From an optimization exercise on the open Yosys and OpenROAD flow, aimed at small area and a short achievable clock period; shortcuts taken in it are not production practice.
At most, simulation tests tie the RTL to the original design; equivalence was not proved.
The RTL of run 1 was laid out without a check of its function.
Power is estimated from default activity; no workload was simulated.

--- design/flow/design.v ---
module dvp_frame_writer #(
    parameter int BURST_LEN    = 64,
    parameter int FIFO_DEPTH   = 256,
    parameter int FRAME_PIXELS = 307200,
    parameter int ADDR_W       = 20,
    parameter int BASE_ADDR    = 0
) (
    input  logic                        sclk,          
    input  logic                        rst,           
    input  logic                        frame_start,   
    input  logic                        pix_valid,     
    input  logic [15:0]                 pix_data,      
    output logic                        wr_req,        
    output logic [ADDR_W-1:0]           wr_addr,       
    input  logic                        wr_ack,        
    input  logic                        wr_data_rd,    
    output logic [15:0]                 wr_data,       
    output logic [$clog2(FIFO_DEPTH):0] fifo_level,    
    output logic                        overflow,      
    output logic                        frame_done     
);
    localparam int LW     = $clog2(FIFO_DEPTH) + 1;
    localparam int NBURST = FRAME_PIXELS / BURST_LEN;
    localparam int CW     = $clog2(FRAME_PIXELS + 1);
    localparam int BW     = $clog2(NBURST + 1);
    localparam int KW     = $clog2(BURST_LEN);
    localparam int BD     = (FIFO_DEPTH - 2) / 2;      
    localparam int NH     = (BD + 16) / 16;            
    logic            idle_q, fill_q, req_q, xfer_q, done_q;
    logic            idle_d, fill_d, req_d, xfer_d, done_d;
    logic [LW-1:0]   level_q, level_d;
    logic [CW-1:0]   in_cnt_q, in_cnt_d;
    logic            in_room_q, in_room_d;             
    logic [BW-1:0]   burst_idx_q, burst_idx_d;
    logic [KW-1:0]   pop_cnt_q, pop_cnt_d;
    logic            pending_q, pending_d;
    logic            overflow_q, overflow_d;
    logic [15:0]     head_q;
    logic [15:0]     out_q;                            
    logic [15:0]     head_new;
    logic            head_upd;
    logic [15:0]     stg_q;                            
    logic            stg_v_q, stg_v_d;
    logic            stg_b_q, stg_b_d;                 
    logic            par_q, par_d;                     
    logic            shift_q, shift_d;                 
    logic            nb_q, nb_d;                       
    logic [1:0][15:0]   lo_q, lo_d;
    logic [1:0][NH-1:0] hi_q, hi_d;
    logic [1:0][NH-1:0] near_q, near_d;                
    logic [1:0][NH-1:0] b_en;                          
    logic [1:0][15:0]   rd_q;                          
    logic [1:0]      b_empty, b_inc, b_dec;
    logic            banks_empty;
    logic accepting, full, in_room, push, pop, last_pop, restart;
    logic to_head, stg_load, take_bank, take_stg, lvl0, lvl1;
    always_comb
        for (int k = 0; k < 2; k++)
            b_en[k] = {NH{shift_q && stg_b_q == 1'(k)}} & near_q[k];
    dvp_fw_bank #(.BD(BD), .NH(NH)) u_bank0 (
        .clk(sclk), .en(b_en[0]), .din(stg_q), .lo(lo_q[0]), .hi(hi_q[0]), .rd_q(rd_q[0])
    );
    dvp_fw_bank #(.BD(BD), .NH(NH)) u_bank1 (
        .clk(sclk), .en(b_en[1]), .din(stg_q), .lo(lo_q[1]), .hi(hi_q[1]), .rd_q(rd_q[1])
    );
    always_comb begin
        for (int k = 0; k < 2; k++) begin
            b_empty[k]   = lo_q[k][0] && hi_q[k][0];
            near_d[k][0] = 1'b1;
            for (int c = 1; c < NH; c++)
                near_d[k][c] = (|(hi_q[k] >> c)) || (hi_q[k][c-1] && lo_q[k][15]);
        end
        banks_empty = b_empty[0] && b_empty[1];
    end
    always_comb begin
        idle_d      = idle_q;
        fill_d      = fill_q;
        req_d       = req_q;
        xfer_d      = xfer_q;
        done_d      = 1'b0;
        pending_d   = pending_q;
        overflow_d  = overflow_q;
        lo_d        = lo_q;
        hi_d        = hi_q;
        nb_d        = nb_q;
        par_d       = par_q;
        stg_b_d     = stg_b_q;
        restart     = 1'b0;
        lvl0      = (level_q == '0);
        lvl1      = (level_q == LW'(1));
        accepting = (fill_q || req_q || xfer_q) && !pending_q;
        full      = (level_q == LW'(FIFO_DEPTH));
        in_room   = in_room_q;
        pop       = xfer_q && wr_data_rd && !lvl0;
        last_pop  = pop && (pop_cnt_q == KW'(BURST_LEN - 1));
        if ((idle_q || fill_q || done_q) && frame_start) restart = 1'b1;
        if (fill_q && !frame_start && level_q >= LW'(BURST_LEN)) begin
            fill_d = 1'b0;
            req_d  = 1'b1;
        end
        if ((req_q || xfer_q) && frame_start) pending_d = 1'b1;
        if (req_q && wr_ack) begin
            req_d  = 1'b0;
            xfer_d = 1'b1;
        end
        if (xfer_q && last_pop) begin
            xfer_d = 1'b0;
            if (pending_q || frame_start) restart = 1'b1;
            else if (burst_idx_q == BW'(NBURST - 1)) done_d = 1'b1;
            else fill_d = 1'b1;
        end
        if (done_q && !frame_start) idle_d = 1'b1;
        push = accepting && pix_valid && !full && in_room && !restart;
        if (accepting && pix_valid && full && in_room) overflow_d = 1'b1;
        in_room_d = in_room_q;
        if (push) in_room_d = (in_cnt_q != CW'(FRAME_PIXELS - 1));
        in_cnt_d    = ({CW{push}} & (in_cnt_q + CW'(1))) | ({CW{!push}} & in_cnt_q);
        pop_cnt_d   = ({KW{pop}} & (pop_cnt_q + KW'(1))) | ({KW{!pop}} & pop_cnt_q);
        burst_idx_d = ({BW{last_pop}} & (burst_idx_q + BW'(1))) | ({BW{!last_pop}} & burst_idx_q);
        level_d     = ({LW{push && !pop}} & (level_q + LW'(1)))
                    | ({LW{pop && !push}} & (level_q - LW'(1)))
                    | ({LW{push == pop}} & level_q);
        to_head   = push && (lvl0 || (pop && lvl1));
        stg_load  = push && !to_head;
        take_bank = pop && !banks_empty;
        take_stg  = pop && banks_empty && stg_v_q;
        head_upd = to_head || take_bank || take_stg;
        if (to_head) head_new = pix_data;
        else if (take_stg) head_new = stg_q;
        else if (nb_q) head_new = rd_q[1];
        else head_new = rd_q[0];
        if (stg_load) begin
            stg_b_d = par_q;
            par_d   = !par_q;
        end
        stg_v_d = stg_load || (stg_v_q && !shift_q);
        shift_d = stg_v_d && !level_d[LW-1];
        if (take_bank) nb_d = !nb_q;
        else if (banks_empty && shift_q && !take_stg) nb_d = stg_b_q;
        for (int k = 0; k < 2; k++) begin
            b_inc[k] = shift_q && (stg_b_q == 1'(k)) && !take_stg;
            b_dec[k] = take_bank && (nb_q == 1'(k));
            if (b_inc[k] && !b_dec[k]) begin
                lo_d[k] = {lo_q[k][14:0], lo_q[k][15]};
                if (lo_q[k][15]) hi_d[k] = {hi_q[k][NH-2:0], hi_q[k][NH-1]};
            end else if (b_dec[k] && !b_inc[k]) begin
                lo_d[k] = {lo_q[k][0], lo_q[k][15:1]};
                if (lo_q[k][0]) hi_d[k] = {hi_q[k][0], hi_q[k][NH-1:1]};
            end
        end
        if (restart) begin
            idle_d      = 1'b0;
            fill_d      = 1'b1;
            req_d       = 1'b0;
            xfer_d      = 1'b0;
            done_d      = 1'b0;
            level_d     = '0;
            in_cnt_d    = '0;
            in_room_d   = 1'b1;
            burst_idx_d = '0;
            pop_cnt_d   = '0;
            pending_d   = 1'b0;
            overflow_d  = 1'b0;
            stg_v_d     = 1'b0;
            shift_d     = 1'b0;
            for (int k = 0; k < 2; k++) begin
                lo_d[k] = 16'd1;
                hi_d[k] = NH'(1);
            end
        end
    end
    always_ff @(posedge sclk) begin
        if (rst) begin
            idle_q      <= 1'b1;
            fill_q      <= 1'b0;
            req_q       <= 1'b0;
            xfer_q      <= 1'b0;
            done_q      <= 1'b0;
            level_q     <= '0;
            in_cnt_q    <= '0;
            in_room_q   <= 1'b1;
            burst_idx_q <= '0;
            pop_cnt_q   <= '0;
            pending_q   <= 1'b0;
            overflow_q  <= 1'b0;
            stg_v_q     <= 1'b0;
            shift_q     <= 1'b0;
            lo_q        <= {2{16'd1}};
            hi_q        <= {2{NH'(1)}};
        end else begin
            idle_q      <= idle_d;
            fill_q      <= fill_d;
            req_q       <= req_d;
            xfer_q      <= xfer_d;
            done_q      <= done_d;
            level_q     <= level_d;
            in_cnt_q    <= in_cnt_d;
            in_room_q   <= in_room_d;
            burst_idx_q <= burst_idx_d;
            pop_cnt_q   <= pop_cnt_d;
            pending_q   <= pending_d;
            overflow_q  <= overflow_d;
            stg_v_q     <= stg_v_d;
            shift_q     <= shift_d;
            lo_q        <= lo_d;
            hi_q        <= hi_d;
        end
    end
    always_ff @(posedge sclk) begin
        nb_q    <= nb_d;
        par_q   <= par_d;
        stg_b_q <= stg_b_d;
        head_q  <= head_upd ? head_new : out_q;
        out_q   <= head_upd ? head_new : head_q;
        if (stg_load) stg_q <= pix_data;
        near_q  <= near_d;
    end
    assign wr_req     = req_q;
    assign wr_addr    = ADDR_W'(BASE_ADDR) + ADDR_W'(burst_idx_q * BURST_LEN);
    assign wr_data    = out_q;
    assign fifo_level = level_q;
    assign overflow   = overflow_q;
    assign frame_done = done_q;
endmodule
module dvp_fw_bank #(
    parameter int BD = 127,
    parameter int NH = 8
) (
    input  logic          clk,
    input  logic [NH-1:0] en,
    input  logic [15:0]   din,
    input  logic [15:0]   lo,      
    input  logic [NH-1:0] hi,
    output logic [15:0]   rd_q
);
    logic [15:0] mem [BD];
    logic [15:0] grp [NH];
    logic [15:0] rd_d;
    always_comb begin
        for (int a = 0; a < NH; a++) begin
            grp[a] = '0;
            for (int b = 0; b < 16; b++)
                if (16 * a + b - 1 >= 0 && 16 * a + b - 1 < BD)
                    grp[a] = grp[a] | ({16{lo[b]}} & mem[16 * a + b - 1]);
                else if (a == 0 && b == 0)
                    grp[a] = grp[a] | ({16{lo[0]}} & din);
        end
        rd_d = '0;
        for (int a = 0; a < NH; a++)
            rd_d = rd_d | ({16{hi[a]}} & grp[a]);
    end
    always_ff @(posedge clk) begin
        rd_q <= rd_d;
        if (en[0]) mem[0] <= din;
        for (int i = 1; i < BD; i++)
            if (en[i / 16]) mem[i] <= mem[i-1];
    end
endmodule
--- design/flow/flow/run.sh ---
#!/bin/bash
# Own flow: the standard layout (standard.sh, unchanged synthesis and steps) with two
# layout options changed: the port buffers are buf_4 cells instead of the resizer's pick,
# and clock tree synthesis inserts no dummy loads.
set -euo pipefail
export BUFFER_PORTS_ARGS="-buffer_cell sky130_fd_sc_hd__buf_4"
export CTS_ARGS="-sink_clustering_enable -repair_clock_nets -sink_clustering_size 30 -sink_clustering_max_diameter 60 -dont_use_dummy_load"
bash standard.sh finish > flow_make.log 2>&1
--- design/flow/standard.sh ---
#!/bin/bash
# synth_recipe.tcl (not shown) runs the flow's synth.tcl, then flattens the netlist and writes it again
# the make line also repeats each setting of config.mk as NAME=value (left out here)
make -C /OpenROAD-flow-scripts/flow DESIGN_CONFIG=/design/flow/config.mk WORK_HOME=/design/flow/orfs CLKGATE_MAP_FILE= SYNTH_SCRIPT=/design/flow/synth_recipe.tcl "${@:-finish}"
--- design/flow/config.mk ---
export PLATFORM = sky130hd
export DESIGN_NAME = dvp_frame_writer
export DESIGN_NICKNAME = dvp_frame_writer
export VERILOG_FILES = /design/flow/design.v
export SDC_FILE = /design/flow/constraint.sdc
export NUM_CORES = 4
export LEC_CHECK = 0
export ABC_CLOCK_PERIOD_IN_PS = 2000
export CAP_MARGIN = 20
export CORE_MARGIN = 2
export CORE_UTILIZATION = 55
export CTS_CLUSTER_DIAMETER = 60
export CTS_CLUSTER_SIZE = 30
export SETUP_SLACK_MARGIN = 4.0
export SLEW_MARGIN = 20
--- design/flow/constraint.sdc ---
create_clock -name core_clock -period 7.0 [get_ports {sclk}]
set_input_delay 1.4000 -clock core_clock [delete_from_list [all_inputs] [get_ports {sclk}]]
set_output_delay 1.4000 -clock core_clock [all_outputs]
set_load 0.01 [all_outputs]
==> results.py, run 1 <==
metrics = {
    "setup_path": {
        "arrival_ns": 3.53,
        "worstSetupPathType": "flip-flop to flip-flop",
        "critPathCaptureType": "flip-flop",
        "cp_max_fo": 152,
        "cp.required_ns": 7.50,
        "cp-start-kind": "flip-flop",
    },
    "global_routing": {
        "grt_pass1_vias": 80496,
        "track_usage_pct": 26.6,
        "antenna_found_initial": 6,
        "grt_start_max_net_pins": 194,
        "grt_pass1_wl_um": 562000,
        "gr-total-overflow": 0,
    },
    "route": {
        "drc": 0,
        "detail_route.wl_per_cell_um": 33.8,
        "viasPerCell": 7.19,
        "drtPass1Iterations": 8,
        "postRouteAntennaNets": 0,
        "wl_um": 392000,
        "vias": 83260,
        "drt_iter0_drc": 10995,
    },
    "yosys": {
        "syn_avg_cell_area_um2": 19.2,
        "synth_cell_types": 61,
        "ys_ff_latch": 4266,
        "synth-edff-count": 4083,
        "yosysWarnings": 4,
        "syn_area_um2": 153000,
        "yosysSeqAreaShare_pct": 82.3,
        "synth_top_area_share_pct": 79.9,
        "ys.flop_type": "edfxtp_1",
        "async_reset_ff_share_pct": 0,
        "synth_area_leaders": "edfxtp_1, a221oi_1, a22o_1",
        "synth_top_area_cell": "edfxtp_1",
        "syn-instance-count": 7973,
    },
    "pwr": {
        "finalPower_mw": 41.6,
        "power.share.combinational_pct": 0.5,
        "powerDensity_nw_per_um2": 252,
        "switching_share_pct": 18.9,
        "p_clk_share_pct": 33.2,
        "ir_drop_uv": 247,
        "p_sw_mw": 7.88,
        "p_int_mw": 33.7,
        "p_leak_nw": 41.8,
        "p_seq_share_pct": 66.3,
    },
    "cts": {
        "cts_inserted_buffers": 242,
        "cts_root_buffer": "clkbuf_16",
        "hold_buffers": 0,
        "cts.sinks": 4266,
        "clockBufferDepth": 4,
        "clkTransAtPathRegs_ns": 0.08,
        "clkLatencyLatePin_ns": 0.96,
        "cts_tree": "done",
        "cts_max_level": 4,
    },
    "sta": {
        "fin_ws_ns": 3.97,
        "fin_tns_setup_ns": 0,
        "worst_pin_slew_ns": 1.22,
        "finalCritPeriodShare_pct": 43.3,
        "hold_viol_final": 0,
        "slew_viol_final": 0,
        "whs_ns": 0.377,
        "slew_headroom_pct": 18.8,
        "max_freq_mhz": 330,
        "fin_crit_ns": 3.03,
        "clock_skew_ns": 0.0802,
        "setup_viol": 0,
        "rsz0062_at_grt": "true",
    },
    "floorplanning": {
        "io_pins": 70,
        "die_h_um": 532,
        "die-width_um": 532,
        "fp-row-count": 193,
        "start_util_pct": 55.4,
        "dieArea_um2": 283000,
        "fp.coreArea_um2": 277000,
    },
    "layout": {
        "layout_commonest_cell": "edfxtp_1",
        "layout-drive-gt1-share_pct": 7.35,
        "mostFrequentLayoutCells": "edfxtp_1, a221oi_1, a22o_1",
        "nets": 7916,
        "fin_util_pct": 59.5,
        "area_delta_synth_final_pct": 7.41,
    },
    "placed_design": {
        "hpwl_um": 205000,
        "place.port_buffers": 62,
        "pre_cts_ws_ns": 2.46,
        "place_congestion": 0.811,
    },
    "run": {
        "maxCapViolations": 0,
    },
    "outcome": {
        "status": "no timing/DRC/antenna violations",
    },
    "min_path": {
        "hold_path.class": "flip-flop to flip-flop",
    },
}
[routing by layer]
layer | GRT usage [%] | up-vias | wire, um
li1 | - | 33962 | -
met1 | 38.9 | 44439 | 162000
met4 | 7.59 | 0 | 11500
met2 | 42.2 | 4269 | 186000
met5 | 0 | - | 0
met3 | 3.82 | 590 | 31600
[kinds of logic after synthesis]
logic type                 count (synthesis)  synth area share, %
adders and majority gates                 12               0.0979
buffers and inverters                    615                 1.54
AOI/OAI and AO/OA                       2378                 13.2
xor gates and xnor gates                  23                0.131
DFF                                     4266                 82.3
muxes                                     98                0.641
and+or+nand+nor                          580                 2.12
other                                      1              0.00244
[final timing paths]
check	start	endpoint	slack (ns)	cells past startpoint
worst max-delay path	stg_b_q	u_bank1.mem[52][4]	3.97	2
worst min register to register	u_bank1.mem[0][2]	u_bank1.mem[1][2]	0.38	0
worst max register to register	stg_b_q	u_bank1.mem[52][4]	3.97	2
worst min-delay path	u_bank1.mem[0][2]	u_bank1.mem[1][2]	0.38	0
[flip-flops by register name, summed over array words and instances, names as in the netlist, 9 cells and up, named ones only]
register and count:
out_q 16, u_bank1.rd_q 16, lo_q 32, u_bank0.rd_q 16, near_q 14, u_bank0.mem 2032
hi_q 16, stg_q 16, u_bank1.mem 2032, level_q 9, head_q 16
[stage by stage]
step,area (um^2),instances
2_1_floorplan,154000,7979
3_3_place_gp,158000,11321
3_5_place_dp,158000,11321
4_1_cts,165000,11581
5_1_grt,165000,11586
6_report,165000,11588
[critical path, stage by stage (launching register included)]
cell and delay [ns]:
edfxtp_1 0.79, and3_4 0.89, buf_12 0.51
[cells in the mapped netlist, types with 12 or more instances]
cell type and count:
ha_1 12, nor3_1 14, nand4_1 307, inv_1 37, nand2_1 41, a22o_1 1026
a22oi_1 128, clkbuf_1 470, edfxtp_1 4083, buf_1 87, o21ai_0 12, a221oi_1 1030
and3_1 16, mux2i_1 96, nor2_1 118, a21oi_1 105, xor2_1 13, nand3_1 25
a211oi_1 32, dfxtp_1 183
[layout make-up]
cell class,count,area (um^2)
tap,3705,4640
inverter,38,148
timing repair buffer,228,2420
multi-input combinational,3106,25100
antenna,3,7.51
clock buffer,242,6060
fill,20072,112000
sequential,4266,126000
[power by group through the flow]
stage               clock [mW]  sequential (mW)  combinational (mW)
floorplan                    0             28.2               0.103
global placement             0             28.2               0.191
detailed placement           0             28.2               0.200
CTS                       14.1             27.6               0.203
global route              14.9             27.6               0.221
finish                    13.8             27.6               0.203
[what timing repair did]
action | 4_1_cts | 5_1_grt
pin swaps | 13 | 9
setup buffers | 8 | 0
setup endpoints to repair | 1258 | 642
cloned | 10 | 4
gates resized for setup | 58 | 23
==> run 2, diff against run 1 <==
--- a/design/flow/design.v
+++ b/design/flow/design.v
@@ -44,6 +44,7 @@
     logic            stg_b_q, stg_b_d;                 
     logic            par_q, par_d;                     
     logic            shift_q, shift_d;                 
+    logic [1:0]      sh_q, sh_d;                       
     logic            nb_q, nb_d;                       
     logic [1:0][15:0]   lo_q, lo_d;
     logic [1:0][NH-1:0] hi_q, hi_d;
@@ -56,7 +57,7 @@
     logic to_head, stg_load, take_bank, take_stg, lvl0, lvl1;
     always_comb
         for (int k = 0; k < 2; k++)
-            b_en[k] = {NH{shift_q && stg_b_q == 1'(k)}} & near_q[k];
+            b_en[k] = {NH{sh_q[k]}} & near_q[k];
     dvp_fw_bank #(.BD(BD), .NH(NH)) u_bank0 (
         .clk(sclk), .en(b_en[0]), .din(stg_q), .lo(lo_q[0]), .hi(hi_q[0]), .rd_q(rd_q[0])
     );
@@ -135,6 +136,7 @@
         end
         stg_v_d = stg_load || (stg_v_q && !shift_q);
         shift_d = stg_v_d && !level_d[LW-1];
+        sh_d    = {shift_d && stg_b_d, shift_d && !stg_b_d};
         if (take_bank) nb_d = !nb_q;
         else if (banks_empty && shift_q && !take_stg) nb_d = stg_b_q;
         for (int k = 0; k < 2; k++) begin
@@ -163,6 +165,7 @@
             overflow_d  = 1'b0;
             stg_v_d     = 1'b0;
             shift_d     = 1'b0;
+            sh_d        = 2'b00;
             for (int k = 0; k < 2; k++) begin
                 lo_d[k] = 16'd1;
                 hi_d[k] = NH'(1);
@@ -185,6 +188,7 @@
             overflow_q  <= 1'b0;
             stg_v_q     <= 1'b0;
             shift_q     <= 1'b0;
+            sh_q        <= 2'b00;
             lo_q        <= {2{16'd1}};
             hi_q        <= {2{NH'(1)}};
         end else begin
@@ -202,6 +206,7 @@
             overflow_q  <= overflow_d;
             stg_v_q     <= stg_v_d;
             shift_q     <= shift_d;
+            sh_q        <= sh_d;
             lo_q        <= lo_d;
             hi_q        <= hi_d;
         end
==> results.py, run 2 <==
metrics = {
    "layout": {
        "area_delta_synth_final_pct": 7.37,
        "layout-drive-gt1-share_pct": 7.38,
        "nets": 7919,
        "mostFrequentLayoutCells": "edfxtp_1, a221oi_1, a22o_1",
        "top_regs": "u_bank0.mem (2032), u_bank1.mem (2032), lo_q (32)",
        "layout_commonest_cell": "edfxtp_1",
    },
    "setup_path": {
        "cp-start-kind": "flip-flop",
        "worstSetupPathType": "flip-flop to flip-flop",
        "rr_worst_depth": 6,
        "crit_slowest_cell": "dfxtp_4",
        "crit_family": "compound AO/OA/AOI/OAI gates",
        "crit_chain": "buf_4 > buf_4 > a221oi_1 > nand4_1 > a22oi_1 > nand4_1",
        "critPathCaptureType": "flip-flop",
        "cp_slowest_stage_delay_ns": 0.54,
        "cp_num_buf_inv": 2,
        "path_depth": 6,
        "cp_max_fo": 30,
        "arrival_ns": 3.71,
        "cp.required_ns": 7.72,
    },
    "yosys": {
        "synth_top_area_cell": "edfxtp_1",
        "synth_top_area_share_pct": 79.9,
        "syn-instance-count": 7996,
        "synth-edff-count": 4082,
        "async_reset_ff_share_pct": 0,
        "synth_cell_types": 62,
        "synth_area_leaders": "edfxtp_1, a22o_1, a221oi_1",
        "ys.flop_type": "edfxtp_1",
        "syn_area_um2": 153000,
        "ys_top_cells_by_count": "edfxtp_1, a22o_1, a221oi_1",
        "syn_avg_cell_area_um2": 19.2,
        "synth_most_common_cell": "edfxtp_1",
        "yosysWarnings": 4,
        "ys_ff_latch": 4268,
        "yosysSeqAreaShare_pct": 82.4,
    },
    "route": {
        "viasPerCell": 7.17,
        "wl_um": 389000,
        "vias": 83111,
        "detail_route.wl_per_cell_um": 33.6,
        "drc": 0,
        "drt_iter0_drc": 12048,
        "met1_length_um": 167000,
        "highest_layer": "met5",
        "dr_wl_met3_um": 40200,
        "drtPass1Iterations": 6,
        "met2_length_um": 172000,
        "postRouteAntennaNets": 0,
    },
    "floorplanning": {
        "dieArea_um2": 283000,
        "io_pins": 70,
        "start_util_pct": 55.4,
        "fp.coreArea_um2": 277000,
        "fp-row-count": 193,
        "die_h_um": 532,
        "die-width_um": 532,
    },
    "sta": {
        "clock_skew_ns": 0.131,
        "hold_viol_final": 0,
        "max_freq_mhz": 335,
        "fin_ws_ns": 4.02,
        "slew_headroom_pct": 21.6,
        "slew_viol_final": 0,
        "finalCritPeriodShare_pct": 42.6,
        "fin_crit_ns": 2.98,
        "setup_viol": 0,
        "fin_tns_setup_ns": 0,
        "worst_pin_slew_ns": 1.18,
        "rsz0062_at_grt": "true",
    },
    "cts": {
        "cts_inserted_buffers": 244,
        "cts_tree": "done",
        "cts.sinks": 4268,
        "clockBufferDepth": 4,
        "cts_root_buffer": "clkbuf_16",
        "clkTransAtPathRegs_ns": 0.09,
        "clkLatencyLatePin_ns": 0.96,
        "cts_max_level": 4,
    },
    "pwr": {
        "ir_drop_uv": 229,
        "powerDensity_nw_per_um2": 253,
        "p_leak_nw": 41.6,
        "finalPower_mw": 41.6,
    },
    "outcome": {
        "status": "no timing/DRC/antenna violations",
    },
    "global_routing": {
        "grt_pass1_wl_um": 557000,
        "grt_pass1_vias": 79903,
        "track_usage_pct": 26.5,
        "gr-total-overflow": 0,
        "antenna_found_initial": 22,
        "grt_start_max_net_pins": 181,
    },
    "min_path": {
        "hold_path_depth": 0,
        "hold_path.class": "flip-flop to flip-flop",
    },
    "placed_design": {
        "pre_cts_ws_ns": 2.37,
        "place.port_buffers": 62,
        "hpwl_um": 203000,
        "place_congestion": 0.814,
    },
    "run": {
        "maxCapViolations": 0,
    },
}
[run 2: cell types whose count changed after synthesis, sizes merged, moves of 21 or more]
cell,previous run,this run
nand2,41,99
a21oi,105,59
a31oi,5,39
mux2i,96,67
inv,38,17
nor4,10,31
[run 2: worst paths after layout]
check / start / end / slack [ns]
setup / recovery: lo_q[24] / u_bank1.rd_q[11] / 4.02
hold / removal: u_bank1.mem[81][1] / u_bank1.mem[82][1] / 0.38
hold reg to reg: u_bank1.mem[81][1] / u_bank1.mem[82][1] / 0.38
setup reg to reg: lo_q[24] / u_bank1.rd_q[11] / 4.02
[run 2: cells by family (layout without fill, tap and decap cells)]
kind of cell,Yosys count,in the layout,share of synthesized area (%)
mux,69,69,0.452
buf+inv,600,478,1.51
flops,4268,4268,82.4
other cells,1,10,0.00245
xor+xnor,23,23,0.131
simple gates,659,660,2.35
fa+ha+maj,12,12,0.0979
compound gates,2364,2366,13.1
[run 2: metrics by stage]
stage          cells  cell area (um^2)  utilization, %  hold slack [ns]
2_1_floorplan   8002            153000               -            0.427
3_5_place_dp   11329            158000            57.1            0.433
6_report       11591            165000            59.4            0.379
4_1_cts        11578            164000            59.3            0.383
5_1_grt        11589            165000            59.4            0.391
3_3_place_gp   11329            158000            57.1            0.427
[run 2: repair_timing]
action	CTS	global route
resized for setup	43	39
gates cloned	2	4
hold buffers	0	0
pin swaps	2	8
hold endpoints to repair	0	0
setup buffers	3	4
setup endpoints to repair	220	82
[run 2: routing by layer]
layer,GRT usage [%],up-vias
met5,0,-
met4,6.17,28
li1,-,33982
met3,5.98,532
met2,38.7,4597
met1,40.9,43972
[run 2: final cells by class]
cell class,count,area [um^2]
flip-flops and latches,4268,126000
fillers,20001,112000
multi-input cells,3137,25000
clock buffers,244,6110
well taps,3705,4640
repair buffers,216,2310
inverters,17,80.1
repair inverters,1,8.76
diodes,3,7.51
[run 2: worst register-to-register path: stages (launching register included)]
cell	delay (ns)
dfxtp_4	0.54
buf_4	0.39
buf_4	0.38
a221oi_1	0.38
nand4_1	0.29
a22oi_1	0.45
nand4_1	0.34
[run 2: power breakdown]
group	total, mW	switching, mW	internal (mW)
registers	27.6	0.0646	27.5
clock network	13.8	7.69	6.15
logic	0.191	0.107	0.0845
==> run 3, diff against run 2 <==
--- a/design/flow/config.mk
+++ b/design/flow/config.mk
@@ -11,5 +11,5 @@
 export CORE_UTILIZATION = 55
 export CTS_CLUSTER_DIAMETER = 60
 export CTS_CLUSTER_SIZE = 30
-export SETUP_SLACK_MARGIN = 4.0
+export SETUP_SLACK_MARGIN = 4.2
 export SLEW_MARGIN = 20
==> results.py, run 3 <==
metrics = {
    "outcome": {
        "status": "no timing/DRC/antenna violations",
    },
    "pwr": {
        "p_leak_nw": 42.1,
        "powerDensity_nw_per_um2": 251,
        "ir_drop_uv": 232,
    },
    "floorplanning": {
        "fp.coreArea_um2": 277000,
        "fp-row-count": 193,
        "die_h_um": 532,
        "io_pins": 70,
        "start_util_pct": 55.4,
        "die-width_um": 532,
        "dieArea_um2": 283000,
    },
    "placed_design": {
        "hpwl_um": 203000,
        "place.port_buffers": 62,
        "place_congestion": 0.814,
    },
    "cts": {
        "clkTransAtPathRegs_ns": 0.09,
        "clkLatencyLatePin_ns": 0.96,
        "cts_max_level": 4,
        "cts_root_buffer": "clkbuf_16",
        "clockBufferDepth": 4,
        "cts.sinks": 4268,
        "cts_inserted_buffers": 244,
        "cts_tree": "done",
    },
    "sta": {
        "rsz0062_at_grt": "true",
        "setup_viol": 0,
        "whs_ns": 0.374,
        "clock_skew_ns": 0.128,
        "finalCritPeriodShare_pct": 41.4,
        "slew_viol_final": 0,
        "hold_viol_final": 0,
        "fin_tns_setup_ns": 0,
        "fin_crit_ns": 2.90,
        "max_freq_mhz": 345,
        "worst_pin_slew_ns": 1.17,
        "slew_headroom_pct": 22.3,
    },
    "min_path": {
        "min_to": "u_bank1.mem[82][1]",
        "hold_path_depth": 0,
        "hold_path.class": "flip-flop to flip-flop",
        "min_from": "u_bank1.mem[81][1]",
    },
    "yosys": {
        "yosysWarnings": 4,
        "synth-edff-count": 4082,
        "synth_top_area_cell": "edfxtp_1",
        "ys.flop_type": "edfxtp_1",
        "synth_most_common_cell": "edfxtp_1",
        "syn_avg_cell_area_um2": 19.2,
        "syn-instance-count": 7996,
        "yosysSeqAreaShare_pct": 82.4,
        "synth_top_area_share_pct": 79.9,
        "async_reset_ff_share_pct": 0,
        "ys_ff_latch": 4268,
        "syn_area_um2": 153000,
        "synth_area_leaders": "edfxtp_1, a22o_1, a221oi_1",
        "synth_cell_types": 62,
        "ys_top_cells_by_count": "edfxtp_1, a22o_1, a221oi_1",
    },
    "setup_path": {
        "crit_slowest_cell": "dfxtp_4",
        "regToRegSetupSlack_ns": 4.19,
        "cp-start-kind": "flip-flop",
        "cp_slowest_stage_delay_ns": 0.36,
        "arrival_ns": 1.50,
        "rr_endpoint": "u_bank1.rd_q[0]",
        "rr_worst_depth": 6,
        "reg2reg_from": "lo_q[25]",
        "worstSetupPathType": "flip-flop to output port",
        "critPathCaptureType": "output port",
        "critPathMostFrequentCell": "buf_6",
        "cp.required_ns": 5.60,
        "cp_max_fo": 5,
        "crit_chain": "buf_6 > buf_6",
    },
    "global_routing": {
        "grt_pass1_vias": 80408,
        "gr-total-overflow": 0,
        "grt_pass1_wl_um": 563000,
        "antenna_found_initial": 18,
        "grt_start_max_net_pins": 181,
        "track_usage_pct": 26.6,
    },
    "route": {
        "drtPass1Iterations": 6,
        "drc": 0,
        "viasPerCell": 7.23,
        "detail_route.wl_per_cell_um": 34.0,
        "wl_um": 397000,
        "vias": 84293,
        "drt_iter0_drc": 12406,
        "postRouteAntennaNets": 0,
    },
    "layout": {
        "fillers": 19898,
        "area_delta_synth_final_pct": 8.17,
        "multi_input_area_um2": 25200,
        "mostFrequentLayoutCells": "edfxtp_1, a221oi_1, a22o_1",
        "seqCellArea_um2": 127000,
        "nets": 7979,
        "layout_commonest_cell": "edfxtp_1",
        "layout-drive-gt1-share_pct": 8.57,
        "top_regs": "u_bank0.mem (2032), u_bank1.mem (2032), lo_q (32)",
    },
    "run": {
        "maxCapViolations": 0,
    },
}
==> run 3: cell counts after synthesis <==
No cell type changed its count.
==> run 3: through the flow <==
stage | util, % | instance area [um^2] | total power, mW | std cells | worst slack, ns
2_1_floorplan | - | 153000 | 28.3 | 8002 | 1.08
3_3_place_gp | 57.1 | 158000 | 28.4 | 11329 | 2.51
3_5_place_dp | 57.1 | 158000 | 28.4 | 11329 | 2.37
4_1_cts | 59.6 | 165000 | 42.0 | 11611 | 4.11
5_1_grt | 59.9 | 166000 | 42.8 | 11649 | 4.07
6_report | 59.9 | 166000 | 41.7 | 11656 | 4.10
==> run 3: cell type report <==
class / instances / share of cell area, %
Tap cell: 3705 / 2.79
Clock buffer: 244 / 3.68
Multi-Input combinational cell: 3141 / 15.2
Sequential cell: 4268 / 76.3
Inverter: 17 / 0.0460
Antenna cell: 8 / 0.0121
Timing Repair inverter: 1 / 0.00528
Timing Repair Buffer: 272 / 1.98
==> run 3: layer usage <==
metal,GRT usage [%],vias up,share of wire (%)
li1,-,34137,-
met1,42.4,44879,44
met2,39.3,4760,45
met3,4.14,501,9.7
met4,5.48,16,1.9
met5,0,-,0.024
==> run 3: worst max-delay path: cells and delay by family, from the launching register on <==
kind	cells	cell delay (ns)
flip-flops	1	0.36
buffers and inverters	2	0.22
==> run 3: cell families after synthesis <==
family,Yosys count,synth area share (%)
compound gates,2364,13.1
xor+xnor,23,0.131
buf+inv,600,1.51
mux,69,0.452
other cells,1,0.00245
simple gates,659,2.35
fa+ha+maj,12,0.0979
flops,4268,82.4
==> run 3: worst max-delay path by stage <==
stage               depth (start not counted)  startpoint             endpoint  slack, ns
finish                                      2  level_q[1]        fifo_level[1]       4.10
global route                                2  level_q[1]        fifo_level[1]       4.07
CTS                                         1    out_q[3]           wr_data[3]       4.11
detailed placement                         14  wr_data_rd             hi_q[12]       2.37
global placement                           15  wr_data_rd              hi_q[0]       2.51
floorplan                                   1     sh_q[0]  u_bank0.mem[100][0]       1.08
==> run 3: report_power, final <==
group | leakage (nW) | switching, mW | internal (mW)
registers | 30.5 | 0.0682 | 27.5
logic | 8.59 | 0.110 | 0.103
clock network | 3.01 | 7.71 | 6.15
total | 42.1 | 7.89 | 33.8
==> run 3: what timing repair did <==
action	4_1_cts	5_1_grt
hold buffers	0	0
setup buffers	32	24
resized for setup	181	48
pin swaps	10	17
gates cloned	6	11
endpoints found under the setup margin	478	919
==> run 4, diff against run 3 <==
==> design/flow/config.mk (replaced) <==
export PLATFORM = sky130hd
export DESIGN_NAME = dvp_frame_writer
export DESIGN_NICKNAME = dvp_frame_writer
export VERILOG_FILES = /design/flow/design.v
export SDC_FILE = /design/flow/constraint.sdc
export NUM_CORES = 4
export LEC_CHECK = 0
export ABC_AREA = 1
export CAP_MARGIN = 20
export CORE_MARGIN = 2
export CORE_UTILIZATION = 55
export CTS_CLUSTER_DIAMETER = 60
export CTS_CLUSTER_SIZE = 30
export SETUP_SLACK_MARGIN = 4.4
export SLEW_MARGIN = 20
==> results.py, run 4 <==
metrics = {
    "outcome": {
        "status": "no timing/DRC/antenna violations",
    },
    "cts": {
        "cts_tree": "done",
        "cts_root_buffer": "clkbuf_16",
        "clockBufferDepth": 4,
        "cts.sinks": 4268,
        "clkTransAtPathRegs_ns": 0.09,
        "hold_buffers": 0,
        "cts_max_level": 5,
        "clkLatencyLatePin_ns": 0.93,
        "cts_inserted_buffers": 277,
    },
    "pwr": {
        "ir_drop_uv": 260,
        "powerDensity_nw_per_um2": 245,
        "p_leak_nw": 50.8,
    },
    "floorplanning": {
        "dieArea_um2": 297000,
        "start_util_pct": 55.3,
        "die-width_um": 545,
        "io_pins": 70,
        "fp-row-count": 198,
        "fp.coreArea_um2": 291000,
        "die_h_um": 545,
    },
    "setup_path": {
        "cp-start-kind": "flip-flop",
        "crit_chain": "buf_6",
        "critPathCaptureType": "output port",
        "cp_num_buf_inv": 1,
        "cp_max_fo": 2,
        "reg2reg_from": "lo_q[8]",
        "worstSetupPathType": "flip-flop to output port",
        "cp-startpoint": "out_q[9]",
        "arrival_ns": 1.38,
        "cp.required_ns": 5.60,
        "crit_slowest_cell": "dfxtp_2",
        "crit_family": "flip-flops",
        "cp_slowest_stage_delay_ns": 0.37,
    },
    "sta": {
        "slew_headroom_pct": 22.7,
        "setup_viol": 0,
        "finalCritPeriodShare_pct": 39.7,
        "hold_viol_final": 0,
        "whs_ns": 0.396,
        "rsz0062_at_grt": "true",
        "fin_crit_ns": 2.78,
        "clock_skew_ns": 0.0756,
        "slew_viol_final": 0,
        "fin_tns_setup_ns": 0,
        "worst_pin_slew_ns": 1.16,
        "max_freq_mhz": 360,
    },
    "yosys": {
        "syn-instance-count": 12094,
        "yosysSeqAreaShare_pct": 78.5,
        "synth_top_area_share_pct": 76.1,
        "syn_area_um2": 161000,
        "ys_ff_latch": 4268,
        "ys_top_cells_by_count": "nand2_1, edfxtp_1, nand4_1",
        "synth_most_common_cell": "nand2_1",
        "async_reset_ff_share_pct": 0,
        "syn_avg_cell_area_um2": 13.3,
        "synth_cell_types": 52,
        "synth_area_leaders": "edfxtp_1, nand2_1, nand4_1",
        "ys.flop_type": "edfxtp_1",
        "synth-edff-count": 4082,
        "yosysWarnings": 4,
        "synth_top_area_cell": "edfxtp_1",
    },
    "layout": {
        "area_delta_synth_final_pct": 8.79,
        "layout-drive-gt1-share_pct": 7.15,
        "mostFrequentLayoutCells": "nand2_1, edfxtp_1, nand4_1",
        "nets": 12195,
        "fin_util_pct": 60.2,
        "top_regs": "u_bank0.mem (2032), u_bank1.mem (2032), lo_q (32)",
        "layout_commonest_cell": "nand2_1",
    },
    "global_routing": {
        "grt_pass1_vias": 91899,
        "grt_start_max_net_pins": 176,
        "track_usage_pct": 28.6,
        "antenna_found_initial": 19,
        "grt_pass1_wl_um": 626000,
        "gr-total-overflow": 0,
    },
    "run": {
        "maxCapViolations": 0,
    },
    "route": {
        "drt_iter0_drc": 13939,
        "drtPass1Iterations": 6,
        "drc": 0,
        "wl_um": 435000,
        "vias": 97969,
        "postRouteAntennaNets": 0,
        "viasPerCell": 6.09,
        "detail_route.wl_per_cell_um": 27.0,
    },
    "placed_design": {
        "place.port_buffers": 62,
        "hpwl_um": 233000,
        "place_congestion": 0.849,
    },
    "min_path": {
        "min_from": "u_bank1.mem[87][10]",
        "hold_path.class": "flip-flop to flip-flop",
    },
}
run 4: changes by cell type after synthesis, sizes merged, moves of 56 or more:
cell    previous run  this run
nand2             99      4647
a221oi          1025        65
a22o            1026       284
nor2             113       611
nand4            301       638
inv               17       341
a22oi            128         0
o21ai             31       155
nand3             40       149
a21oi             59       148
mux2i             67         0
nor3              12        68
run 4: worst paths after layout:
path / depth (start not counted) / slack (ns) / end
setup / recovery: 1 / 4.22 / wr_data[9]
hold / removal: 0 / 0.40 / u_bank1.mem[88][10]
setup reg to reg: 7 / 4.34 / u_bank0.rd_q[9]
hold reg to reg: 0 / 0.40 / u_bank1.mem[88][10]
run 4: stage by stage:
step	setup slack [ns]	power, mW	cell area, um^2	std cells
after global routing	4.18	44.0	175000	16074
final	4.22	42.9	175000	16077
after floorplan	1.29	28.3	161000	12100
after global placement	1.59	28.4	166000	15646
after CTS	4.16	43.2	174000	16019
after detailed placement	1.65	28.4	166000	15646
run 4: final cells by class:
class	instances	area [um^2]
inverter	344	1390
timing repair inverter	9	50.0
fill	22453	116000
clock buffer	277	6930
tap	3900	4880
timing repair buffer	333	3900
sequential	4268	127000
antenna	18	45.0
multi-input combinational	6928	31400
run 4: repair_timing:
item	4_1_cts	5_1_grt
resized for setup	216	67
setup buffers	79	31
endpoints found under the setup margin	1518	1446
gates cloned	17	9
pin swaps	8	17
hold endpoints to repair	0	0
run 4: cell families after synthesis:
group	count (synthesis)	share of synthesized area [%]
simple gates	6145	15.7
flops	4268	78.5
buf+inv	906	2.24
compound gates	724	3.28
xor+xnor	22	0.120
mux	16	0.112
fa+ha+maj	12	0.0933
other cells	1	0.00233
run 4: where the power goes:
group          switching (mW)  leakage [nW]  internal [mW]
registers              0.0406          29.7           27.5
logic                   0.145          17.6          0.112
clock network            8.03          3.41           7.04
total                    8.21          50.8           34.7
run 4: layer usage:
| metal | track usage, % | share of wire [%] | up-vias |
|---|---|---|---|
| li1 | - | - | 42610 |
| met1 | 44.3 | 43 | 49914 |
| met2 | 42.7 | 44 | 4836 |
| met3 | 3.70 | 9.2 | 603 |
| met4 | 8.10 | 3.0 | 6 |
| met5 | 0 | 0.0078 | - |
run 4: worst register-to-register path: cells and delay by family, from the launching register on:
family	cells	cell delay, ns
flops	1	0.47
buf+inv	1	0.31
simple gates	4	0.59
compound gates	2	1.16
==> run 5, diff against run 4 <==
--- a/design/flow/config.mk
+++ b/design/flow/config.mk
@@ -5,7 +5,7 @@
 export SDC_FILE = /design/flow/constraint.sdc
 export NUM_CORES = 4
 export LEC_CHECK = 0
-export ABC_AREA = 1
+export ABC_CLOCK_PERIOD_IN_PS = 2000
 export CAP_MARGIN = 20
 export CORE_MARGIN = 2
 export CORE_UTILIZATION = 55
==> results.py, run 5 <==
metrics = {
    "cts": {
        "clkLatencyLatePin_ns": 0.96,
        "cts_root_buffer": "clkbuf_16",
        "cts_inserted_buffers": 244,
        "clkTransAtPathRegs_ns": 0.09,
        "cts_tree": "done",
        "cts.sinks": 4268,
        "clockBufferDepth": 4,
        "cts_max_level": 4,
    },
    "setup_path": {
        "cp-start-kind": "flip-flop",
        "cp_slowest_stage_delay_ns": 0.39,
        "path_depth": 1,
        "crit_slowest_cell": "dfxtp_4",
        "regToRegSetupSlack_ns": 4.31,
        "crit_chain": "buf_6",
        "worstSetupPathType": "flip-flop to output port",
        "rr_worst_depth": 16,
        "cp_num_buf_inv": 1,
        "crit_family": "flip-flops",
        "arrival_ns": 1.43,
        "cp_max_fo": 2,
        "cp.required_ns": 5.60,
        "critPathCaptureType": "output port",
    },
    "sta": {
        "finalCritPeriodShare_pct": 40.4,
        "slew_viol_final": 0,
        "worst_pin_slew_ns": 1.17,
        "max_freq_mhz": 353,
        "fin_crit_ns": 2.83,
        "slew_headroom_pct": 21.9,
        "fin_tns_setup_ns": 0,
        "setup_viol": 0,
        "rsz0062_at_grt": "true",
        "clock_skew_ns": 0.127,
        "hold_viol_final": 0,
        "fin_ws_ns": 4.17,
    },
    "pwr": {
        "p_leak_nw": 43.0,
        "switching_share_pct": 19.0,
        "finalPower_mw": 41.7,
        "p_clk_share_pct": 33.3,
        "powerDensity_nw_per_um2": 249,
        "ir_drop_uv": 232,
        "p_sw_mw": 7.92,
        "p_int_mw": 33.8,
        "p_seq_share_pct": 66.2,
        "power.share.combinational_pct": 0.5,
    },
    "layout": {
        "fin_cells": 11755,
        "top_regs": "u_bank0.mem (2032), u_bank1.mem (2032), lo_q (32)",
        "nets": 8083,
        "layout_commonest_cell": "edfxtp_1",
        "fin_util_pct": 60.6,
        "fillers": 19676,
        "layout-drive-gt1-share_pct": 10.4,
        "area_delta_synth_final_pct": 9.41,
        "mostFrequentLayoutCells": "edfxtp_1, a22o_1, a221oi_1",
    },
    "placed_design": {
        "pre_cts_ws_ns": 2.37,
        "hpwl_um": 203000,
        "place.port_buffers": 62,
        "dp_cells": 11329,
        "place_congestion": 0.814,
    },
    "yosys": {
        "synth-simple-area-share_pct": 2.35,
        "synth_xor_area_share_pct": 0.131,
        "ys_top_cells_by_count": "edfxtp_1, a22o_1, a221oi_1",
        "ys.flop_type": "edfxtp_1",
        "synth_compound_area_share_pct": 13.1,
        "yosys.area_share.adder_pct": 0.0979,
        "synth.area.mux_share_pct": 0.452,
        "syn-instance-count": 7996,
        "synth_most_common_cell": "edfxtp_1",
        "synth-edff-count": 4082,
        "syn_avg_cell_area_um2": 19.2,
        "synth_top_family_by_area": "compound AO/OA/AOI/OAI gates",
        "synth_top_area_cell": "edfxtp_1",
        "syn_area_um2": 153000,
        "yosysWarnings": 4,
        "synth_area_leaders": "edfxtp_1, a22o_1, a221oi_1",
        "synth_top_area_share_pct": 79.9,
        "synth_cell_types": 62,
        "async_reset_ff_share_pct": 0,
        "yosysSeqAreaShare_pct": 82.4,
        "ys_ff_latch": 4268,
    },
    "floorplanning": {
        "start_util_pct": 55.4,
        "dieArea_um2": 283000,
        "die-width_um": 532,
        "fp.coreArea_um2": 277000,
        "fp-row-count": 193,
        "io_pins": 70,
        "die_h_um": 532,
    },
    "global_routing": {
        "grt_pass1_vias": 81131,
        "gr-total-overflow": 0,
        "grt_pass1_wl_um": 578000,
        "grt_start_max_net_pins": 181,
        "antenna_found_initial": 23,
        "track_usage_pct": 27.6,
    },
    "route": {
        "drt_iter0_drc": 13387,
        "drtPass1Iterations": 8,
        "viasPerCell": 7.27,
        "postRouteAntennaNets": 0,
        "detail_route.wl_per_cell_um": 34.8,
        "wl_um": 409000,
        "drc": 0,
        "vias": 85449,
    },
    "min_path": {
        "hold_path.class": "flip-flop to flip-flop",
        "hold_path_depth": 0,
    },
    "outcome": {
        "status": "no timing/DRC/antenna violations",
    },
    "run": {
        "maxCapViolations": 0,
    },
}
## run 5: final timing paths
path                           start                  to
setup / recovery            out_q[3]          wr_data[3]
hold reg to reg   u_bank1.mem[81][1]  u_bank1.mem[82][1]
setup reg to reg          level_q[1]             lo_q[0]
hold / removal    u_bank1.mem[81][1]  u_bank1.mem[82][1]
## run 5: layer usage
layer  vias to the layer above  wire (um)  track usage [%]
met5                         -         80                0
met4                        14       9080             6.12
met3                       509      42200             4.52
met2                      5184     181000             40.5
met1                     45371     177000             43.8
li1                      34371          -                -
## run 5: logic make-up (layout without fill, tap and decap cells)
| group | after synthesis | after routing |
|---|---|---|
| muxes | 69 | 69 |
| DFF | 4268 | 4268 |
| buffers and inverters | 600 | 637 |
| AOI/OAI and AO/OA | 2364 | 2366 |
| and+or+nand+nor | 659 | 665 |
| adders and majority gates | 12 | 12 |
| xor gates and xnor gates | 23 | 23 |
| other | 1 | 10 |
## run 5: power groups by stage
stage | combinational, mW | sequential [mW] | clock, mW
after global routing | 0.240 | 27.6 | 15.0
final | 0.222 | 27.6 | 13.9
after CTS | 0.208 | 27.6 | 14.2
after global placement | 0.178 | 28.2 | 0
after floorplan | 0.0933 | 28.2 | 0
after detailed placement | 0.184 | 28.2 | 0
## run 5: through the flow
step	area [um^2]	hold WS, ns
global route	168000	0.391
detailed placement	158000	0.433
global placement	158000	0.427
floorplan	153000	0.427
CTS	166000	0.383
finish	168000	0.377
## run 5: area by class of cell
cell class | count | area, um^2 | area share (%)
multi-input combinational | 3142 | 25500 | 15.2
tap | 3705 | 4640 | 2.76
timing repair inverter | 1 | 8.76 | 0.00522
inverter | 17 | 93.8 | 0.0559
clock buffer | 244 | 6110 | 3.64
sequential | 4268 | 127000 | 75.4
timing repair buffer | 375 | 4870 | 2.90
antenna | 3 | 7.51 | 0.00447
## run 5: repair_timing
action                                  in CTS  in global routing
buffers inserted                            74                 72
gates cloned                                22                 10
endpoints found under the setup margin    1959               1106
pin swaps                                   32                 52
gates resized for setup                    267                107
hold buffers                                 0                  0
==> run 6, diff against run 5 <==
--- a/design/flow/config.mk
+++ b/design/flow/config.mk
@@ -8,7 +8,7 @@
 export ABC_CLOCK_PERIOD_IN_PS = 2000
 export CAP_MARGIN = 20
 export CORE_MARGIN = 2
-export CORE_UTILIZATION = 55
+export CORE_UTILIZATION = 62
 export CTS_CLUSTER_DIAMETER = 60
 export CTS_CLUSTER_SIZE = 30
 export SETUP_SLACK_MARGIN = 4.4
==> results.py, run 6 <==
metrics = {
    "sta": {
        "fin_tns_setup_ns": 0,
        "slew_headroom_pct": 23.0,
        "clock_skew_ns": 0.0864,
        "rsz0062_at_grt": "true",
        "fin_crit_ns": 2.78,
        "max_freq_mhz": 360,
        "finalCritPeriodShare_pct": 39.7,
        "hold_viol_final": 0,
        "worst_pin_slew_ns": 1.16,
        "setup_viol": 0,
        "slew_viol_final": 0,
    },
    "pwr": {
        "p_leak_nw": 42.4,
        "ir_drop_uv": 271,
        "p_seq_share_pct": 67.7,
        "switching_share_pct": 18.8,
        "p_clk_share_pct": 31.8,
        "p_sw_mw": 7.67,
        "finalPower_mw": 40.8,
        "power.share.combinational_pct": 0.5,
        "powerDensity_nw_per_um2": 246,
        "p_int_mw": 33.1,
    },
    "outcome": {
        "status": "no timing/DRC/antenna violations",
    },
    "placed_design": {
        "postPlaceCellArea_um2": 157000,
        "place_congestion": 0.817,
        "place.port_buffers": 62,
        "hpwl_um": 202000,
    },
    "yosys": {
        "async_reset_ff_share_pct": 0,
        "syn-instance-count": 7996,
        "yosys.area_share.adder_pct": 0.0979,
        "synth.area.mux_share_pct": 0.452,
        "synth_area_leaders": "edfxtp_1, a22o_1, a221oi_1",
        "ys_ff_latch": 4268,
        "ys_top_cells_by_count": "edfxtp_1, a22o_1, a221oi_1",
        "synth_compound_area_share_pct": 13.1,
        "synth_top_area_share_pct": 79.9,
        "syn_avg_cell_area_um2": 19.2,
        "syn_area_um2": 153000,
        "yosysWarnings": 4,
        "synth-simple-area-share_pct": 2.35,
        "synth_xor_area_share_pct": 0.131,
        "synth_top_area_cell": "edfxtp_1",
        "yosysSeqAreaShare_pct": 82.4,
        "synth_cell_types": 62,
        "synth_top_family_by_area": "compound AO/OA/AOI/OAI gates",
        "synth-edff-count": 4082,
        "synth_most_common_cell": "edfxtp_1",
        "ys.flop_type": "edfxtp_1",
    },
    "setup_path": {
        "crit_slowest_cell": "dfxtp_4",
        "critPathMostFrequentCell": "buf_12",
        "worstSetupPathType": "flip-flop to flip-flop",
        "critPathCaptureType": "flip-flop",
        "cp_slowest_stage_delay_ns": 0.38,
        "cp_max_fo": 6,
        "arrival_ns": 3.52,
        "cp.required_ns": 7.74,
        "cp-start-kind": "flip-flop",
        "crit_chain": "inv_4 > ha_4 > nor3b_4 > buf_4 > a31o_4 > buf_12 > inv_16 > nand2_8 > o21ai_4 > nor2_4 > ha_4 > buf_12 > nor2b_4 > a22o_4 > buf_12 > nor2_4 > a211oi_2",
    },
    "cts": {
        "cts_root_buffer": "clkbuf_16",
        "clkTransAtPathRegs_ns": 0.11,
        "hold_buffers": 0,
        "cts_tree": "done",
        "cts.sinks": 4268,
        "cts_max_level": 4,
        "clockBufferDepth": 3,
        "clkLatencyLatePin_ns": 0.91,
        "cts_inserted_buffers": 216,
    },
    "global_routing": {
        "grt_util_met1_pct": 50.6,
        "grt_start_max_net_pins": 177,
        "antenna_found_initial": 22,
        "grt-busiest-layer": "met1",
        "track_usage_pct": 31.0,
        "gr-total-overflow": 0,
        "use_met3_pct": 5.65,
        "gr-usage-met2_pct": 44.4,
        "grt_pass1_wl_um": 568000,
        "grt_pass1_vias": 80341,
    },
    "route": {
        "vias": 85723,
        "drtPass1Iterations": 6,
        "viasPerCell": 7.66,
        "drt_iter0_drc": 14137,
        "wl_um": 405000,
        "detail_route.wl_per_cell_um": 36.2,
        "drc": 0,
        "postRouteAntennaNets": 0,
    },
    "layout": {
        "top_regs": "u_bank0.mem (2032), u_bank1.mem (2032), lo_q (32)",
        "nets": 8008,
        "mostFrequentLayoutCells": "edfxtp_1, a22o_1, a221oi_1",
        "layout-drive-gt1-share_pct": 9.55,
        "fillers": 15936,
        "area_delta_synth_final_pct": 8.27,
        "final_area_um2": 166000,
        "layout_commonest_cell": "edfxtp_1",
    },
    "floorplanning": {
        "die_h_um": 501,
        "dieArea_um2": 251000,
        "fp.coreArea_um2": 246000,
        "die-width_um": 501,
        "fp-row-count": 182,
        "io_pins": 70,
        "start_util_pct": 62.4,
    },
    "min_path": {
        "hold_path.class": "flip-flop to flip-flop",
    },
    "run": {
        "maxCapViolations": 0,
    },
}
run 6: cell counts after synthesis:
Identical to the previous run, type by type.
run 6: through the flow:
stage               hold slack (ns)  utilization, %  worst slack, ns  cells
floorplan                     0.427               -             1.08   8002
global placement              0.428            64.0             2.56  10840
detailed placement            0.432            64.0             2.40  10840
CTS                           0.391            67.0             4.18  11125
global route                  0.411            67.5             4.16  11193
finish                        0.396            67.5             4.22  11198
run 6: final timing paths:
kind,start,end,slack (ns),depth (start not counted)
worst max register to register,level_q[1],hi_q[5],4.22,17
worst min register to register,u_bank1.mem[11][12],u_bank1.mem[12][12],0.40,0
worst min-delay path,u_bank1.mem[11][12],u_bank1.mem[12][12],0.40,0
worst max-delay path,level_q[1],hi_q[5],4.22,17
run 6: what timing repair did:
action	CTS	global route
endpoints found under the setup margin	1505	1392
gates resized for setup	260	106
cloned	24	13
pin swaps	35	60
setup buffers	45	53
run 6: final cells by class:
cell class	count	area (um^2)	share of cell area, %
flip-flops and latches	4268	127000	76.2
inverters	17	92.6	0.0558
repair buffers	324	4400	2.65
diodes	6	15.0	0.00904
well taps	3220	4030	2.43
multi-input cells	3146	25500	15.4
clock buffers	216	5410	3.26
repair inverters	1	8.76	0.00527
run 6: cells by family (layout without fill, tap and decap cells):
| kind of cell | after synthesis | after routing |
|---|---|---|
| muxes | 69 | 69 |
| buffers and inverters | 600 | 558 |
| adders and majority gates | 12 | 12 |
| AOI/OAI and AO/OA | 2364 | 2366 |
| xor gates and xnor gates | 23 | 23 |
| and+or+nand+nor | 659 | 669 |
| other | 1 | 13 |
| DFF | 4268 | 4268 |
run 6: critical path, delay by kind of cell (launching register included):
family | cells | cell delay [ns]
AO/OA/AOI/OAI | 4 | 0.83
buffers and inverters | 6 | 0.69
AND/OR/NAND/NOR | 5 | 0.43
flip-flops | 1 | 0.38
adder cells (fa/ha/maj) | 2 | 0.35
run 6: power by group through the flow:
| stage | registers [mW] | clock network (mW) | logic, mW |
|---|---|---|---|
| floorplan | 28.2 | 0 | 0.0933 |
| global placement | 28.2 | 0 | 0.183 |
| detailed placement | 28.2 | 0 | 0.191 |
| CTS | 27.6 | 13.2 | 0.212 |
| global route | 27.6 | 13.9 | 0.239 |
| finish | 27.6 | 13.0 | 0.222 |
run 6: layer usage:
metal	share of wire [%]	vias up	wire length [um]
li1	-	34218	-
met1	43	45223	173000
met2	44	5758	176000
met3	12	502	48100
met4	1.9	22	7850
met5	0.034	-	137
==> run 7, diff against run 6 <==
==> design/flow/flow/run.sh (replaced) <==
#!/bin/bash
# Own flow: the standard layout (standard.sh, unchanged synthesis and steps) with two
# layout options changed: the port buffers are buf_4 cells instead of the resizer's pick,
# and clock tree synthesis inserts no dummy loads.
set -euo pipefail
export BUFFER_PORTS_ARGS="-buffer_cell sky130_fd_sc_hd__buf_4"
export CTS_ARGS="-sink_clustering_enable -repair_clock_nets -sink_clustering_size 18 -sink_clustering_max_diameter 45 -dont_use_dummy_load -sink_clustering_buffer sky130_fd_sc_hd__clkbuf_8"
bash standard.sh finish > flow_make.log 2>&1
--- a/design/flow/config.mk
+++ b/design/flow/config.mk
@@ -8,7 +8,7 @@
 export ABC_CLOCK_PERIOD_IN_PS = 2000
 export CAP_MARGIN = 20
 export CORE_MARGIN = 2
-export CORE_UTILIZATION = 62
+export CORE_UTILIZATION = 55
 export CTS_CLUSTER_DIAMETER = 60
 export CTS_CLUSTER_SIZE = 30
 export SETUP_SLACK_MARGIN = 4.4
==> results.py, run 7 <==
metrics = {
    "floorplanning": {
        "dieArea_um2": 283000,
        "fp.coreArea_um2": 277000,
        "io_pins": 70,
        "start_util_pct": 55.4,
        "die-width_um": 532,
        "fp-row-count": 193,
        "die_h_um": 532,
    },
    "setup_path": {
        "arrival_ns": 1.43,
        "cp-start-kind": "flip-flop",
        "crit_family": "flip-flops",
        "cp_max_fo": 2,
        "critPathCaptureType": "output port",
        "cp_slowest_stage_delay_ns": 0.40,
        "crit_chain": "buf_6",
        "crit_slowest_cell": "dfxtp_4",
        "cp_num_buf_inv": 1,
        "worstSetupPathType": "flip-flop to output port",
        "cp.required_ns": 5.60,
    },
    "route": {
        "drc": 0,
        "viasPerCell": 7.22,
        "drt_iter0_drc": 12903,
        "drtPass1Iterations": 6,
        "wl_um": 410000,
        "vias": 86290,
        "postRouteAntennaNets": 0,
        "detail_route.wl_per_cell_um": 34.3,
    },
    "placed_design": {
        "hpwl_um": 203000,
        "place.port_buffers": 62,
        "postPlaceCellArea_um2": 158000,
        "dp_cells": 11329,
        "pre_cts_ws_ns": 2.37,
        "place_congestion": 0.814,
    },
    "cts": {
        "cts_inserted_buffers": 459,
        "cts.sinks": 4268,
        "clockBufferDepth": 4,
        "cts_root_buffer": "clkbuf_16",
        "cts_max_level": 5,
        "clkTransAtPathRegs_ns": 0.11,
        "cts_tree": "done",
        "clkLatencyLatePin_ns": 0.94,
        "hold_buffers": 0,
    },
    "pwr": {
        "p_leak_nw": 43.3,
        "ir_drop_uv": 164,
        "finalPower_mw": 42.2,
        "powerDensity_nw_per_um2": 251,
    },
    "layout": {
        "layout-drive-gt1-share_pct": 12.3,
        "nets": 8276,
        "final_area_um2": 168000,
        "layout_commonest_cell": "edfxtp_1",
        "mostFrequentLayoutCells": "edfxtp_1, a22o_1, a221oi_1",
        "area_delta_synth_final_pct": 9.56,
        "fin_util_pct": 60.7,
        "top_regs": "u_bank0.mem (2032), u_bank1.mem (2032), lo_q (32)",
        "fin_cells": 11950,
    },
    "yosys": {
        "ys_ff_latch": 4268,
        "syn_avg_cell_area_um2": 19.2,
        "yosysSeqAreaShare_pct": 82.4,
        "ys_top_cells_by_count": "edfxtp_1, a22o_1, a221oi_1",
        "synth_most_common_cell": "edfxtp_1",
        "async_reset_ff_share_pct": 0,
        "synth_cell_types": 62,
        "synth-edff-count": 4082,
        "synth_top_area_cell": "edfxtp_1",
        "synth_area_leaders": "edfxtp_1, a22o_1, a221oi_1",
        "yosysWarnings": 4,
        "syn-instance-count": 7996,
        "synth_top_area_share_pct": 79.9,
        "syn_area_um2": 153000,
        "ys.flop_type": "edfxtp_1",
    },
    "global_routing": {
        "grt_pass1_wl_um": 582000,
        "grt_start_max_net_pins": 181,
        "gr-total-overflow": 0,
        "track_usage_pct": 27.8,
        "grt_pass1_vias": 82777,
        "antenna_found_initial": 20,
    },
    "sta": {
        "finalCritPeriodShare_pct": 40.4,
        "worst_pin_slew_ns": 1.11,
        "slew_headroom_pct": 25.7,
        "max_freq_mhz": 354,
        "rsz0062_at_grt": "true",
        "hold_viol_final": 0,
        "setup_viol": 0,
        "fin_ws_ns": 4.17,
        "slew_viol_final": 0,
        "fin_tns_setup_ns": 0,
        "fin_crit_ns": 2.83,
        "clock_skew_ns": 0.0841,
        "whs_ns": 0.383,
    },
    "min_path": {
        "hold_path.class": "flip-flop to flip-flop",
    },
    "run": {
        "maxCapViolations": 0,
    },
    "outcome": {
        "status": "no timing/DRC/antenna violations",
    },
}
[run 7: cell counts after synthesis]
Identical to the previous run, type by type.
[run 7: power breakdown]
group,switching (mW),internal (mW)
logic,0.113,0.106
registers,0.0684,27.6
clock network,8.08,6.31
total,8.27,34.0
[run 7: cell families after synthesis]
family / after synthesis / share of synthesized area [%]
buffers and inverters: 600 / 1.51
AND/OR/NAND/NOR: 659 / 2.35
multiplexers: 69 / 0.452
flip-flops: 4268 / 82.4
other: 1 / 0.00245
AO/OA/AOI/OAI: 2364 / 13.1
XOR/XNOR: 23 / 0.131
adder cells (fa/ha/maj): 12 / 0.0979
[run 7: area by class of cell]
type                       count  area [um^2]
antenna                        5         12.5
clock buffer                 459         6730
fill                       19756       109000
inverter                      17         86.3
multi-input combinational   3142        25400
sequential                  4268       127000
tap                         3705         4640
timing repair buffer         353         4560
timing repair inverter         1         8.76
[run 7: what timing repair did]
action	CTS	global route
resized for setup	246	88
setup endpoints to repair	1946	983
gates cloned	20	9
setup buffers	60	66
endpoints found under the hold margin	0	0
pin swaps	36	41
[run 7: metal layers]
| layer | GRT usage, % | up-vias | wire length, um |
|---|---|---|---|
| met5 | 0 | - | 69 |
| met4 | 7.02 | 12 | 9720 |
| met3 | 4.62 | 634 | 42500 |
| met2 | 40.5 | 5389 | 181000 |
| met1 | 43.8 | 45583 | 177000 |
| li1 | - | 34672 | - |
[run 7: worst paths after layout]
check | startpoint | to | slack [ns] | depth (start not counted)
setup / recovery | out_q[8] | wr_data[8] | 4.17 | 1
hold / removal | u_bank0.mem[78][0] | u_bank0.mem[79][0] | 0.38 | 0
setup reg to reg | level_q[2] | sh_q[1] | 4.29 | 14
hold reg to reg | u_bank0.mem[78][0] | u_bank0.mem[79][0] | 0.38 | 0

## what the ideal ports hide
In the flow no input, the clock included, has a driving cell. The finished layouts below were timed again as built, in two steps.
Step 1 assumes that a clkbuf_16 drives the clock port and a buf_2 every other input.
Step 2 times the ports against the registers' clock, not the clock port: input delays grow and output delays shrink by t, the midpoint of the rising clock arrivals with the driver on.
a / b / c = no drivers / after step 1 / after step 2; a / b = the first two.
| run | t (ns) | slack for setup (ns) | cell pins on the clock port's net |
|---|---|---|---|
| run 1 | 1.008 | 3.970 / 3.953 / 3.289 | 1 |
| run 2 | 1.004 | 4.015 / 3.928 / 3.383 | 1 |
| run 3 | 1.005 | 4.103 / 3.996 / 3.495 | 1 |
| run 4 | 1.006 | 4.220 / 4.105 / 3.611 | 1 |
| run 5 | 1.000 | 4.169 / 4.068 / 3.545 | 1 |
| run 6 | 0.964 | 4.220 / 4.128 / 3.475 | 1 |
| run 7 | 0.990 | 4.174 / 4.069 / 3.453 | 1 |
After both steps setup and hold are still met in every run listed. The setup slack of run 6, which loses most, moves by -0.092 ns with the drivers and by -0.745 ns with both steps.
